This design comes from an exercise in tuning for small area on the open sky130 flow, not from production work. Only simulation tests tie the RTL to the original design; equivalence was not proved. No activity file was given, so power comes from the tool's default toggle rates.

// memory_pattern_scanner
module memory_pattern_scanner
#(
    parameter int PATTERN_MAX = 16
) (
    input  logic                   i_clk,
    input  logic                   i_rst_n,
    input  logic                   i_in_valid,
    output logic                   o_in_ready,
    input  mps_pkg::t_byte             i_in_data_byte,
    input  logic                   i_in_last_byte,
    output logic                   o_out_valid,
    input  logic                   i_out_ready,
    output mps_pkg::t_addr             o_out_match_address,
    input  logic                   i_cfg_we,
    input  logic [mps_pkg::CFG_INDEX_W-1:0] i_cfg_index,
    input  logic [mps_pkg::CFG_DATA_W-1:0]  i_cfg_data
);
clock: 8.0 ns
lec_check: 0
cap_margin: 20
core_margin: 2
core_utilization: 65
slew_margin: 20
standard.sh (not shown) runs the stock make flow with config.mk's settings and CLKGATE_MAP_FILE= SYNTH_SCRIPT=/design/flow/synth_recipe.tcl, a recipe that flattens the netlist after the stock synthesis.
==> flow/flow/run.sh <==
#!/bin/bash
# The standard layout with these changes:
#  - synthesis maps logic with an area-minded ABC script (abc.script here)
#    in place of ORFS's speed script; everything else in synthesis, and so
#    every register, is as in the standard synthesis;
#  - the port buffers are buf_1;
#  - the clock tree uses clkbuf_8 in larger clusters and no dummy loads.
# Each tool's output stays in orfs/logs; make's own output goes to
# flow_make.log here.
set -euo pipefail
here=$(pwd)
rm -rf "$here/scripts"
cp -r "$FLOW_HOME/scripts" "$here/scripts"
cp "$here/flow/abc.script" "$here/scripts/abc_speed.script"
export BUFFER_PORTS_ARGS="-buffer_cell sky130_fd_sc_hd__buf_1"
export CTS_ARGS="-sink_clustering_enable -repair_clock_nets -dont_use_dummy_load -buf_list sky130_fd_sc_hd__clkbuf_8 -sink_clustering_size 18 -sink_clustering_max_diameter 50"
bash standard.sh SCRIPTS_DIR="$here/scripts" finish > flow_make.log 2>&1
==> flow/flow/abc.script <==
&get -n
&st
&dch
&nf -R 1000
&st
&syn2
&if -g -K 6
&synch2
&nf -R 1000
&st
&syn2
&if -g -K 6
&synch2
&nf -R 1000
&st
&syn2
&if -g -K 6
&synch2
&nf -R 1000
&put
topo
dnsize -c
The starting point produced a clean layout.
==> next run, changes <==
--- a/flow/flow/run.sh
+++ b/flow/flow/run.sh
@@ -15,3 +15,3 @@
 export BUFFER_PORTS_ARGS="-buffer_cell sky130_fd_sc_hd__buf_1"
-export CTS_ARGS="-sink_clustering_enable -repair_clock_nets -dont_use_dummy_load -buf_list sky130_fd_sc_hd__clkbuf_8 -sink_clustering_size 18 -sink_clustering_max_diameter 50"
+export CTS_ARGS="-sink_clustering_enable -repair_clock_nets -dont_use_dummy_load -buf_list sky130_fd_sc_hd__clkbuf_8 -sink_clustering_size 16 -sink_clustering_max_diameter 80"
 bash standard.sh SCRIPTS_DIR="$here/scripts" finish > flow_make.log 2>&1
Final area came out lower by about 0.6%.
Utilization came out lower by 0.44 points.
Setup slack loses 0.15 ns.
Count of clock-buffer cells in the layout came out lower by 6.
Power came out lower by 2.8%.
==> next run, changes <==
- CORE_UTILIZATION: 65 -> 85
- PLACE_DENSITY: not set -> 0.9
Outcome: The changed run finished clean; count of clock-buffer cells in the layout is unchanged; clock power climbs by about 3%; global-route usage climbs by 17 points; power rises by 1.8%.
==> next run, changes <==
--- a/flow/flow/run.sh
+++ b/flow/flow/run.sh
@@ -15,3 +15,3 @@
 export BUFFER_PORTS_ARGS="-buffer_cell sky130_fd_sc_hd__buf_1"
-export CTS_ARGS="-sink_clustering_enable -repair_clock_nets -dont_use_dummy_load -buf_list sky130_fd_sc_hd__clkbuf_8 -sink_clustering_size 16 -sink_clustering_max_diameter 80"
+export CTS_ARGS="-sink_clustering_enable -repair_clock_nets -dont_use_dummy_load -buf_list sky130_fd_sc_hd__clkbuf_8 -sink_clustering_size 18 -sink_clustering_max_diameter 50"
 bash standard.sh SCRIPTS_DIR="$here/scripts" finish > flow_make.log 2>&1
- CAP_MARGIN: 20 -> 0
- CORE_UTILIZATION: 85 -> 65
- PLACE_DENSITY: 0.9 -> not set
- SLEW_MARGIN: 20 -> 0
Wire length is lower by 20%. Combinational power is lower by 9.8%. Die area is higher by 30%. Hold slack gets worse by 0.053 ns.
==> next run, changes <==
==> flow/flow/run.sh (replaced) <==
#!/bin/bash
# The standard layout, with small port buffers and a clock tree of few small
# buffers and no dummy loads. Each tool's output stays in orfs/logs; make's
# own output goes to flow_make.log here.
set -euo pipefail
export BUFFER_PORTS_ARGS="-buffer_cell sky130_fd_sc_hd__buf_1"
export CTS_ARGS="-sink_clustering_enable -repair_clock_nets -dont_use_dummy_load -buf_list sky130_fd_sc_hd__clkbuf_16 -sink_clustering_size 36 -sink_clustering_max_diameter 60"
bash standard.sh > flow_make.log 2>&1
- CAP_MARGIN: 0 -> 20
- SLEW_MARGIN: 0 -> 20
removed: flow/flow/abc.script
After rerunning:
- The changed run finished clean
- routed wire length came out higher by 9.3%
- die area came out higher by 2.9%
- power came out higher by 6.2%
- global-route usage came out higher by 1.2 points
- hold slack gets better by 0.013 ns
- via count came out higher by 2.9%
- utilization came out lower by 0.73 points
- count of clock-buffer cells in the layout came out lower by 7
- clock skew came out lower by 0.0040 ns
- cell area came out higher by 2.7%
- non-clock buffer count came out higher by 4
==> next run, changes <==
==> flow/flow/run.sh (replaced) <==
#!/bin/bash
# The standard layout with these changes:
#  - synthesis maps logic with an area-minded ABC script (abc.script here)
#    in place of ORFS's speed script; everything else in synthesis, and so
#    every register, is as in the standard synthesis;
#  - the port buffers are buf_1;
#  - the clock tree uses clkbuf_8 in larger clusters and no dummy loads.
# Each tool's output stays in orfs/logs; make's own output goes to
# flow_make.log here.
set -euo pipefail
here=$(pwd)
rm -rf "$here/scripts"
cp -r "$FLOW_HOME/scripts" "$here/scripts"
cp "$here/flow/abc.script" "$here/scripts/abc_speed.script"
export BUFFER_PORTS_ARGS="-buffer_cell sky130_fd_sc_hd__buf_1"
export CTS_ARGS="-sink_clustering_enable -repair_clock_nets -dont_use_dummy_load -buf_list sky130_fd_sc_hd__clkbuf_8 -sink_clustering_size 16 -sink_clustering_max_diameter 80"
bash standard.sh SCRIPTS_DIR="$here/scripts" finish > flow_make.log 2>&1
==> flow/flow/abc.script (new file) <==
&get -n
&st
&dch
&nf -R 1000
&st
&syn4
&dch
&nf -R 1000
&st
&syn4
&dch
&nf -R 1000
&put
topo
dnsize -c
=> Power came out lower by about 10%. Core utilization went down by 0.22 points. Global-route usage went down by 0.54 points. Final area falls by 4.5%. Clock-buffer cell count rose by 1. Clock skew shrinks by 0.016 ns.

---

memory_pattern_scanner, a different RTL version from the one above (not shown whole).
Size in the first run: roughly 1000 cells after synthesis, roughly 300 flip-flops, roughly 12000 sq um of cells after synthesis.
Design memory_pattern_scanner, start of the top module:
module memory_pattern_scanner
#(
    parameter int PATTERN_MAX = 16
) (
    input  logic                   i_clk,
    input  logic                   i_rst_n,
    input  logic                   i_in_valid,
    output logic                   o_in_ready,
    input  mps_pkg::t_byte             i_in_data_byte,
    input  logic                   i_in_last_byte,
    output logic                   o_out_valid,
    input  logic                   i_out_ready,
    output mps_pkg::t_addr             o_out_match_address,
    input  logic                   i_cfg_we,
    input  logic [mps_pkg::CFG_INDEX_W-1:0] i_cfg_index,
    input  logic [mps_pkg::CFG_DATA_W-1:0]  i_cfg_data
);
==> flow/config.mk <==
export PLATFORM = sky130hd
export DESIGN_NAME = memory_pattern_scanner
export DESIGN_NICKNAME = memory_pattern_scanner
export VERILOG_FILES = /design/flow/design.v
export SDC_FILE = /design/flow/constraint.sdc
export NUM_CORES = 4
export LEC_CHECK = 0
export CAP_MARGIN = 20
export CORE_MARGIN = 2
export CORE_UTILIZATION = 70
export PLACE_DENSITY = 0.7
export SLEW_MARGIN = 20
export SYNTH_HIERARCHICAL = 1
==> flow/constraint.sdc <==
create_clock -name core_clock -period 8.0 [get_ports {i_clk}]
set_input_delay 1.6000 -clock core_clock [delete_from_list [all_inputs] [get_ports {i_clk}]]
set_output_delay 1.6000 -clock core_clock [all_outputs]
set_load 0.01 [all_outputs]
==> flow/flow/run.sh <==
#!/bin/bash
# The standard layout with these changes:
#  - synthesis maps logic with an area-minded ABC script (abc.script here)
#    in place of ORFS's speed script; everything else in synthesis, and so
#    every register, is as in the standard synthesis;
#  - the port buffers are buf_1, but buf_4 on inputs with a fanout over 10
#    (flow/upsize_inputs.tcl, sourced after buffer_ports);
#  - the clock tree uses clkbuf_4 in small clusters and no dummy loads.
# Each tool's output stays in orfs/logs; make's own output goes to
# flow_make.log here.
set -euo pipefail
here=$(pwd)
rm -rf "$here/scripts"
cp -r "$FLOW_HOME/scripts" "$here/scripts"
cp "$here/flow/abc.script" "$here/scripts/abc_speed.script"
sed -i 's|^\( *\)buffer_ports {\*}\[env_var_or_empty BUFFER_PORTS_ARGS\]|&\n\1source '"$here"'/flow/upsize_inputs.tcl|' "$here/scripts/global_place.tcl"
export BUFFER_PORTS_ARGS="-buffer_cell sky130_fd_sc_hd__buf_1"
export CTS_ARGS="-sink_clustering_enable -repair_clock_nets -dont_use_dummy_load -buf_list sky130_fd_sc_hd__clkbuf_4 -sink_clustering_size 10 -sink_clustering_max_diameter 50"
bash standard.sh SCRIPTS_DIR="$here/scripts" finish > flow_make.log 2>&1
==> flow/flow/abc.script <==
&get -n
&st
&dch
&nf -R 1000
&st
&syn4
&dch
&nf -R 1000
&st
&syn4
&dch
&nf -R 1000
&put
topo
dnsize -c
==> flow/flow/upsize_inputs.tcl <==
# After the port buffers go in: an input buffer whose net fans out to many
# pins becomes a buf_4 at once, in place of a buf_1 and a repair buffer.
foreach inst [get_cells input*] {
  set out [get_pins -of_objects $inst -filter "direction==output"]
  set net [get_nets -of_objects $out]
  set fo [llength [get_pins -of_objects $net -filter "direction==input"]]
  if { $fo > 10 } {
    puts "upsize_inputs: [get_full_name $inst] drives $fo pins"
    replace_cell $inst sky130_fd_sc_hd__buf_4
  }
}
The starting point produced a clean layout.
Next try:
==> flow/flow/run.sh (replaced) <==
#!/bin/bash
# The standard layout with these changes:
#  - synthesis maps logic with an area-minded ABC script (abc.script here)
#    in place of ORFS's speed script; everything else in synthesis, and so
#    every register, is as in the standard synthesis;
#  - the port buffers are buf_1;
#  - the clock tree uses clkbuf_8 in larger clusters and no dummy loads.
# Each tool's output stays in orfs/logs; make's own output goes to
# flow_make.log here.
set -euo pipefail
here=$(pwd)
rm -rf "$here/scripts"
cp -r "$FLOW_HOME/scripts" "$here/scripts"
cp "$here/flow/abc.script" "$here/scripts/abc_speed.script"
export BUFFER_PORTS_ARGS="-buffer_cell sky130_fd_sc_hd__buf_1"
export CTS_ARGS="-sink_clustering_enable -repair_clock_nets -dont_use_dummy_load -buf_list sky130_fd_sc_hd__clkbuf_8 -sink_clustering_size 16 -sink_clustering_max_diameter 80"
bash standard.sh SCRIPTS_DIR="$here/scripts" finish > flow_make.log 2>&1
- CORE_UTILIZATION: 70 -> 65
- GPL_TIMING_DRIVEN: not set -> 0
- PLACE_DENSITY: 0.7 -> not set
removed: flow/flow/upsize_inputs.tcl
=> The new run ran to the end with no violations. Die area climbs by about 7.5%. Total power increases by about 1.5%. Count of clock-buffer cells in the layout is lower by 13. Area after synthesis does not change. Synthesized cell count does not change. Worst setup slack loses 320 ps.
Next try:
==> flow/flow/run.sh (replaced) <==
#!/bin/bash
# The standard layout with these changes:
#  - synthesis maps logic with an area-minded ABC script (abc.script here)
#    in place of ORFS's speed script; everything else in synthesis, and so
#    every register, is as in the standard synthesis;
#  - the port buffers are buf_1, but buf_4 on inputs with a fanout over 10
#    (flow/upsize_inputs.tcl, sourced after buffer_ports);
#  - the clock tree uses clkbuf_4 in small clusters and no dummy loads.
# Each tool's output stays in orfs/logs; make's own output goes to
# flow_make.log here.
set -euo pipefail
here=$(pwd)
rm -rf "$here/scripts"
cp -r "$FLOW_HOME/scripts" "$here/scripts"
cp "$here/flow/abc.script" "$here/scripts/abc_speed.script"
sed -i 's|^\( *\)buffer_ports {\*}\[env_var_or_empty BUFFER_PORTS_ARGS\]|&\n\1source '"$here"'/flow/upsize_inputs.tcl|' "$here/scripts/global_place.tcl"
export BUFFER_PORTS_ARGS="-buffer_cell sky130_fd_sc_hd__buf_1"
export CTS_ARGS="-sink_clustering_enable -repair_clock_nets -dont_use_dummy_load -buf_list sky130_fd_sc_hd__clkbuf_4 -sink_clustering_size 10 -sink_clustering_max_diameter 50"
bash standard.sh SCRIPTS_DIR="$here/scripts" finish > flow_make.log 2>&1
==> flow/flow/upsize_inputs.tcl (new file) <==
# After the port buffers go in: an input buffer whose net fans out to many
# pins becomes a buf_4 at once, in place of a buf_1 and a repair buffer.
foreach inst [get_cells input*] {
  set out [get_pins -of_objects $inst -filter "direction==output"]
  set net [get_nets -of_objects $out]
  set fo [llength [get_pins -of_objects $net -filter "direction==input"]]
  if { $fo > 10 } {
    puts "upsize_inputs: [get_full_name $inst] drives $fo pins"
    replace_cell $inst sky130_fd_sc_hd__buf_4
  }
}
- GPL_TIMING_DRIVEN: 0 -> not set
Outcome: Total power shrinks by 1.2%; worst setup slack gets better by 320 ps; worst hold slack gains 5.8 ps; non-clock buffer count drops by 1; register-to-register slack gets better by 170 ps; first-iteration DRC count rises by 17%; final cell count rose by 0.92%; synthesized cell count is unchanged.

---

The RTL this note starts from:
==> flow/design.v <==
package mps_pkg;
    typedef logic [7:0]  t_byte;
    typedef logic [62:0] t_addr;
    localparam int ADDR_W = 63;
    localparam int CFG_DATA_W = 64;
    localparam int CFG_INDEX_W = 3;
    localparam logic [1:0] MODE_CHAR = 2'd0;
    localparam logic [1:0] MODE_NUM  = 2'd1;
    localparam logic [1:0] MODE_STR  = 2'd2;
    localparam logic [CFG_INDEX_W-1:0] REG_SCAN_MODE     = 3'd0;
    localparam logic [CFG_INDEX_W-1:0] REG_CHAR_VALUE    = 3'd1;
    localparam logic [CFG_INDEX_W-1:0] REG_NUMERIC_VALUE = 3'd2;
    localparam logic [CFG_INDEX_W-1:0] REG_PATTERN_LOW   = 3'd3;
    localparam logic [CFG_INDEX_W-1:0] REG_PATTERN_HIGH  = 3'd4;
    localparam logic [CFG_INDEX_W-1:0] REG_PATTERN_LEN   = 3'd5;
    localparam logic [CFG_INDEX_W-1:0] REG_START_ADDR    = 3'd6;
    typedef struct packed {
        logic shift;    
        logic active;   
    } t_cell_ctrl;
endpackage
module mps_cell
#(
    parameter int W = 1
) (
    input  logic         i_sel_a,
    input  logic         i_sel_b,
    input  logic [W-1:0] i_a,
    input  logic [W-1:0] i_b,
    output logic [W-1:0] o_y
);
    assign o_y = ({W{i_sel_a}} & i_a) | ({W{i_sel_b}} & i_b);
endmodule
module memory_pattern_scanner
#(
    parameter int PATTERN_MAX = 16
) (
    input  logic                   i_clk,
    input  logic                   i_rst_n,
    input  logic                   i_in_valid,
    output logic                   o_in_ready,
    input  mps_pkg::t_byte             i_in_data_byte,
    input  logic                   i_in_last_byte,
    output logic                   o_out_valid,
    input  logic                   i_out_ready,
    output mps_pkg::t_addr             o_out_match_address,
    input  logic                   i_cfg_we,
    input  logic [mps_pkg::CFG_INDEX_W-1:0] i_cfg_index,
    input  logic [mps_pkg::CFG_DATA_W-1:0]  i_cfg_data
);
    logic [1:0]   r_scan_mode;
    mps_pkg::t_byte r_char_value;
    logic [6:0]   r_num_value;       
    logic [127:0] r_pattern;
    logic [3:0]   r_len_m1;          
    mps_pkg::t_addr r_start_addr;
    logic [4:0]  len_in;
    logic [3:0]  len_m1_in;
    logic [6:0]  num_in;
    logic        we_mode, we_char, we_num, we_plo, we_phi, we_len, we_start;
    assign len_in = i_cfg_data[4:0];
    assign len_m1_in = (len_in == 5'd0) ? 4'd0 :
                       (len_in[4])      ? 4'd15 : 4'(len_in - 5'd1);
    assign num_in = (i_cfg_data[31:7] == '0) ? i_cfg_data[6:0] : 7'd0;
    assign we_mode  = i_cfg_we && i_cfg_index == mps_pkg::REG_SCAN_MODE;
    assign we_char  = i_cfg_we && i_cfg_index == mps_pkg::REG_CHAR_VALUE;
    assign we_num   = i_cfg_we && i_cfg_index == mps_pkg::REG_NUMERIC_VALUE;
    assign we_plo   = i_cfg_we && i_cfg_index == mps_pkg::REG_PATTERN_LOW;
    assign we_phi   = i_cfg_we && i_cfg_index == mps_pkg::REG_PATTERN_HIGH;
    assign we_len   = i_cfg_we && i_cfg_index == mps_pkg::REG_PATTERN_LEN;
    assign we_start = i_cfg_we && i_cfg_index == mps_pkg::REG_START_ADDR;
    always_ff @(posedge i_clk) begin
        if (!i_rst_n) begin
            r_scan_mode  <= mps_pkg::MODE_CHAR;
            r_char_value <= '0;
            r_num_value  <= '0;
            r_len_m1     <= '0;
        end else begin
            if (we_mode)  r_scan_mode  <= i_cfg_data[1:0];
            if (we_char)  r_char_value <= i_cfg_data[7:0];
            if (we_num)   r_num_value  <= num_in;
            if (we_len)   r_len_m1     <= len_m1_in;
        end
    end
    logic [127:0]   pattern_d;
    mps_pkg::t_addr start_d;
    mps_cell #(.W(64)) u_pick_plo (
        .i_sel_a (i_rst_n && we_plo), .i_sel_b (i_rst_n && !we_plo),
        .i_a (i_cfg_data), .i_b (r_pattern[63:0]), .o_y (pattern_d[63:0])
    );
    mps_cell #(.W(64)) u_pick_phi (
        .i_sel_a (i_rst_n && we_phi), .i_sel_b (i_rst_n && !we_phi),
        .i_a (i_cfg_data), .i_b (r_pattern[127:64]), .o_y (pattern_d[127:64])
    );
    mps_cell #(.W(mps_pkg::ADDR_W)) u_pick_start (
        .i_sel_a (i_rst_n && we_start), .i_sel_b (i_rst_n && !we_start),
        .i_a (i_cfg_data[mps_pkg::ADDR_W-1:0]), .i_b (r_start_addr), .o_y (start_d)
    );
    always_ff @(posedge i_clk) begin
        r_pattern    <= pattern_d;
        r_start_addr <= start_d;
    end
    logic byte_zero;
    assign byte_zero = (i_in_data_byte == 8'd0);
    logic r_out_valid;
    logic accept;
    assign o_in_ready = !r_out_valid || i_out_ready;
    assign accept     = i_in_valid && o_in_ready;
    logic [PATTERN_MAX-2:0] r_part;
    logic [PATTERN_MAX-1:0] part_next;
    logic [PATTERN_MAX-1:0] part_prev;
    assign part_prev = {r_part, 1'b1};
    for (genvar j = 0; j < PATTERN_MAX; j++) begin : g_stage
        assign part_next[j] = part_prev[j] && (i_in_data_byte == r_pattern[j*8 +: 8]);
    end
    logic           r_open;        
    logic [3:0]     r_wait;        
    mps_pkg::t_addr r_last_addr;   
    logic           step;
    assign step = (r_scan_mode != mps_pkg::MODE_STR) || (r_wait == 4'd0);
    logic hit;
    always_comb begin
        unique case (r_scan_mode)
            mps_pkg::MODE_CHAR: hit = (i_in_data_byte == r_char_value);
            mps_pkg::MODE_NUM:  hit = !byte_zero && (i_in_data_byte == {1'b0, r_num_value});
            mps_pkg::MODE_STR:  hit = part_next[r_len_m1];
            default:            hit = 1'b0;
        endcase
    end
    logic keep;
    assign keep = i_rst_n && !i_in_last_byte;
    logic [PATTERN_MAX-2:0] part_d;
    mps_cell #(.W(PATTERN_MAX-1)) u_pick_part (
        .i_sel_a (accept && keep), .i_sel_b (i_rst_n && !accept),
        .i_a (part_next[PATTERN_MAX-2:0]), .i_b (r_part), .o_y (part_d)
    );
    always_ff @(posedge i_clk) begin
        r_part <= part_d;
    end
    always_ff @(posedge i_clk) begin
        if (!i_rst_n) begin
            r_open <= 1'b0;
        end else if (accept) begin
            r_open <= !i_in_last_byte;
        end
    end
    logic [3:0] wait_d;
    mps_cell #(.W(4)) u_pick_wait (
        .i_sel_a (accept && !r_open), .i_sel_b (!(accept && !r_open)),
        .i_a (r_len_m1), .i_b (r_wait - 4'(accept && r_wait != 4'd0)), .o_y (wait_d)
    );
    always_ff @(posedge i_clk) begin
        r_wait <= wait_d;
    end
    logic load_start, addr_inc;
    assign load_start = accept && !r_open;
    assign addr_inc   = accept && r_open && step;
    mps_pkg::t_addr last_addr_d;
    mps_pkg::t_addr addr_next;
    localparam int AB = 8;
    localparam int NB = (mps_pkg::ADDR_W + AB - 1) / AB;
    logic [NB-1:0] block_carry;
    assign block_carry[0] = addr_inc;
    for (genvar k = 0; k < NB; k++) begin : g_addr_block
        localparam int LO = k * AB;
        localparam int HI = (LO + AB < mps_pkg::ADDR_W) ? LO + AB : mps_pkg::ADDR_W;
        if (k + 1 < NB) begin : g_pass
            assign block_carry[k+1] = block_carry[k] && (&r_last_addr[HI-1:LO]);
        end
        always_comb begin
            logic carry;
            carry = block_carry[k];
            for (int i = LO; i < HI; i++) begin
                addr_next[i] = r_last_addr[i] ^ carry;
                carry        = carry & r_last_addr[i];
            end
        end
    end
    mps_cell #(.W(mps_pkg::ADDR_W)) u_pick_addr (
        .i_sel_a (load_start), .i_sel_b (!load_start),
        .i_a (r_start_addr), .i_b (addr_next), .o_y (last_addr_d)
    );
    always_ff @(posedge i_clk) begin
        r_last_addr <= last_addr_d;
    end
    always_ff @(posedge i_clk) begin
        if (!i_rst_n) begin
            r_out_valid <= 1'b0;
        end else if (accept) begin
            r_out_valid <= hit;
        end else if (i_out_ready) begin
            r_out_valid <= 1'b0;
        end
    end
    assign o_out_valid         = r_out_valid;
    assign o_out_match_address = r_last_addr;
endmodule
clock: 8.0 ns
lec_check: 0
cap_margin: 20
core_margin: 2
core_utilization: 65
slew_margin: 20
synth_hierarchical: 1
==> flow/flow/run.sh <==
#!/bin/bash
# The standard layout with these changes:
#  - synthesis maps logic with an area-minded ABC script (abc.script here)
#    in place of ORFS's speed script; everything else in synthesis, and so
#    every register, is as in the standard synthesis;
#  - the port buffers are buf_1;
#  - the clock tree uses clkbuf_8 in larger clusters and no dummy loads.
# Each tool's output stays in orfs/logs; make's own output goes to
# flow_make.log here.
set -euo pipefail
here=$(pwd)
rm -rf "$here/scripts"
cp -r "$FLOW_HOME/scripts" "$here/scripts"
cp "$here/flow/abc.script" "$here/scripts/abc_speed.script"
export BUFFER_PORTS_ARGS="-buffer_cell sky130_fd_sc_hd__buf_1"
export CTS_ARGS="-sink_clustering_enable -repair_clock_nets -dont_use_dummy_load -buf_list sky130_fd_sc_hd__clkbuf_4 -sink_clustering_size 10 -sink_clustering_max_diameter 50"
bash standard.sh SCRIPTS_DIR="$here/scripts" finish > flow_make.log 2>&1
Scripts as last shown in full above: flow/flow/abc.script
Rerun with:
--- a/flow/flow/run.sh
+++ b/flow/flow/run.sh
@@ -6,2 +6,3 @@
-#  - the port buffers are buf_1;
-#  - the clock tree uses clkbuf_8 in larger clusters and no dummy loads.
+#  - the port buffers are buf_1, but buf_4 on inputs with a fanout over 10
+#    (flow/upsize_inputs.tcl, sourced after buffer_ports);
+#  - the clock tree uses clkbuf_4 in small clusters and no dummy loads.
@@ -14,0 +16 @@
+sed -i 's|^\( *\)buffer_ports {\*}\[env_var_or_empty BUFFER_PORTS_ARGS\]|&\n\1source '"$here"'/flow/upsize_inputs.tcl|' "$here/scripts/global_place.tcl"
==> flow/flow/upsize_inputs.tcl (new file) <==
# After the port buffers go in: an input buffer whose net fans out to many
# pins becomes a buf_4 at once, in place of a buf_1 and a repair buffer.
foreach inst [get_cells input*] {
  set out [get_pins -of_objects $inst -filter "direction==output"]
  set net [get_nets -of_objects $out]
  set fo [llength [get_pins -of_objects $net -filter "direction==input"]]
  if { $fo > 10 } {
    puts "upsize_inputs: [get_full_name $inst] drives $fo pins"
    replace_cell $inst sky130_fd_sc_hd__buf_4
  }
}
--- a/flow/config.mk
+++ b/flow/config.mk
@@ -10,0 +11 @@
+export PLACE_DENSITY = 0.8
Area after synthesis stays the same.
Maximum frequency grows by 2.9%.
Clock skew grows by 0.0071 ns.
Rerun with:
--- a/flow/flow/run.sh
+++ b/flow/flow/run.sh
@@ -8 +8 @@
-#  - the clock tree uses clkbuf_4 in small clusters and no dummy loads.
+#  - the clock tree uses clkbuf_8 in larger clusters and no dummy loads.
@@ -18 +18 @@
-export CTS_ARGS="-sink_clustering_enable -repair_clock_nets -dont_use_dummy_load -buf_list sky130_fd_sc_hd__clkbuf_4 -sink_clustering_size 10 -sink_clustering_max_diameter 50"
+export CTS_ARGS="-sink_clustering_enable -repair_clock_nets -dont_use_dummy_load -buf_list sky130_fd_sc_hd__clkbuf_8 -sink_clustering_size 16 -sink_clustering_max_diameter 80"
--- a/flow/config.mk
+++ b/flow/config.mk
@@ -11 +10,0 @@
-export PLACE_DENSITY = 0.8
The new run produced a clean layout.
Power rises slightly.
Global-route usage came out higher by 0.13 points.
Core utilization increases by 0.25 points.
Via count went down slightly.
Non-clock buffer count grows by 1.
Cell count shrinks slightly.
Synthesized area does not change.
Final area increases slightly.
Rerun with:
--- a/flow/flow/run.sh
+++ b/flow/flow/run.sh
@@ -8 +8 @@
-#  - the clock tree uses clkbuf_8 in larger clusters and no dummy loads.
+#  - the clock tree uses clkbuf_4 in small clusters and no dummy loads.
@@ -18 +18 @@
-export CTS_ARGS="-sink_clustering_enable -repair_clock_nets -dont_use_dummy_load -buf_list sky130_fd_sc_hd__clkbuf_8 -sink_clustering_size 16 -sink_clustering_max_diameter 80"
+export CTS_ARGS="-sink_clustering_enable -repair_clock_nets -dont_use_dummy_load -buf_list sky130_fd_sc_hd__clkbuf_4 -sink_clustering_size 9 -sink_clustering_max_diameter 45"
Die area does not change.
Power stays flat.
Area after synthesis is unchanged.

what the ideal ports hide:
The results above use ideal ports. As a check the final layouts listed here were re-extracted and re-timed, cells and wires unchanged. Step 1 sets driving cells, clkbuf_16 on the clock port and buf_2 on the other inputs (assumed; they add their load-dependent delay and slew). Step 2 adds t to the input delays and takes it off the output delays; t is the mean of the earliest and latest rising clock arrival at the registers after step 1. Input paths then give back, and output paths get back, about the clock's delay inside the block. a / b / c = no drivers / after step 1 / after step 2; a / b = the first two.
run	t (ns)	slack for setup (ns)	hold slack, ns
the first run of note 1	0.589	3.107 / 3.127 / 2.539	0.433 / 0.433 / 0.433
the second run of note 1	0.573	2.957 / 2.976 / 2.404	0.440 / 0.440 / 0.440
the third run of note 1	0.589	2.577 / 2.598 / 2.008	0.486 / 0.486 / 0.486
the fourth run of note 1	0.589	3.107 / 3.127 / 2.539	0.433 / 0.433 / 0.433
the fifth run of note 1	0.550	3.297 / 3.318 / 2.768	0.445 / 0.445 / 0.445
the sixth run of note 1	0.573	2.885 / 2.905 / 2.332	0.441 / 0.441 / 0.441
the first run of note 2	0.663	2.785 / 2.794 / 2.131	0.478 / 0.478 / 0.478
the second run of note 2	0.573	2.466 / 2.485 / 1.912	0.461 / 0.461 / 0.461
the third run of note 2	0.676	2.787 / 2.802 / 2.126	0.467 / 0.467 / 0.467
the first run of note 3	0.657	2.679 / 2.694 / 2.037	0.480 / 0.480 / 0.480
the second run of note 3	0.653	2.831 / 2.837 / 2.184	0.482 / 0.482 / 0.482
the third run of note 3	0.560	2.674 / 2.687 / 2.126	0.451 / 0.451 / 0.451
the fourth run of note 3	0.659	2.804 / 2.811 / 2.152	0.468 / 0.468 / 0.468
After both steps setup and hold are still met in every run listed. For the third run of note 2, which loses most, drivers alone change the setup slack by +0.015 ns; drivers and shift together by -0.661 ns.
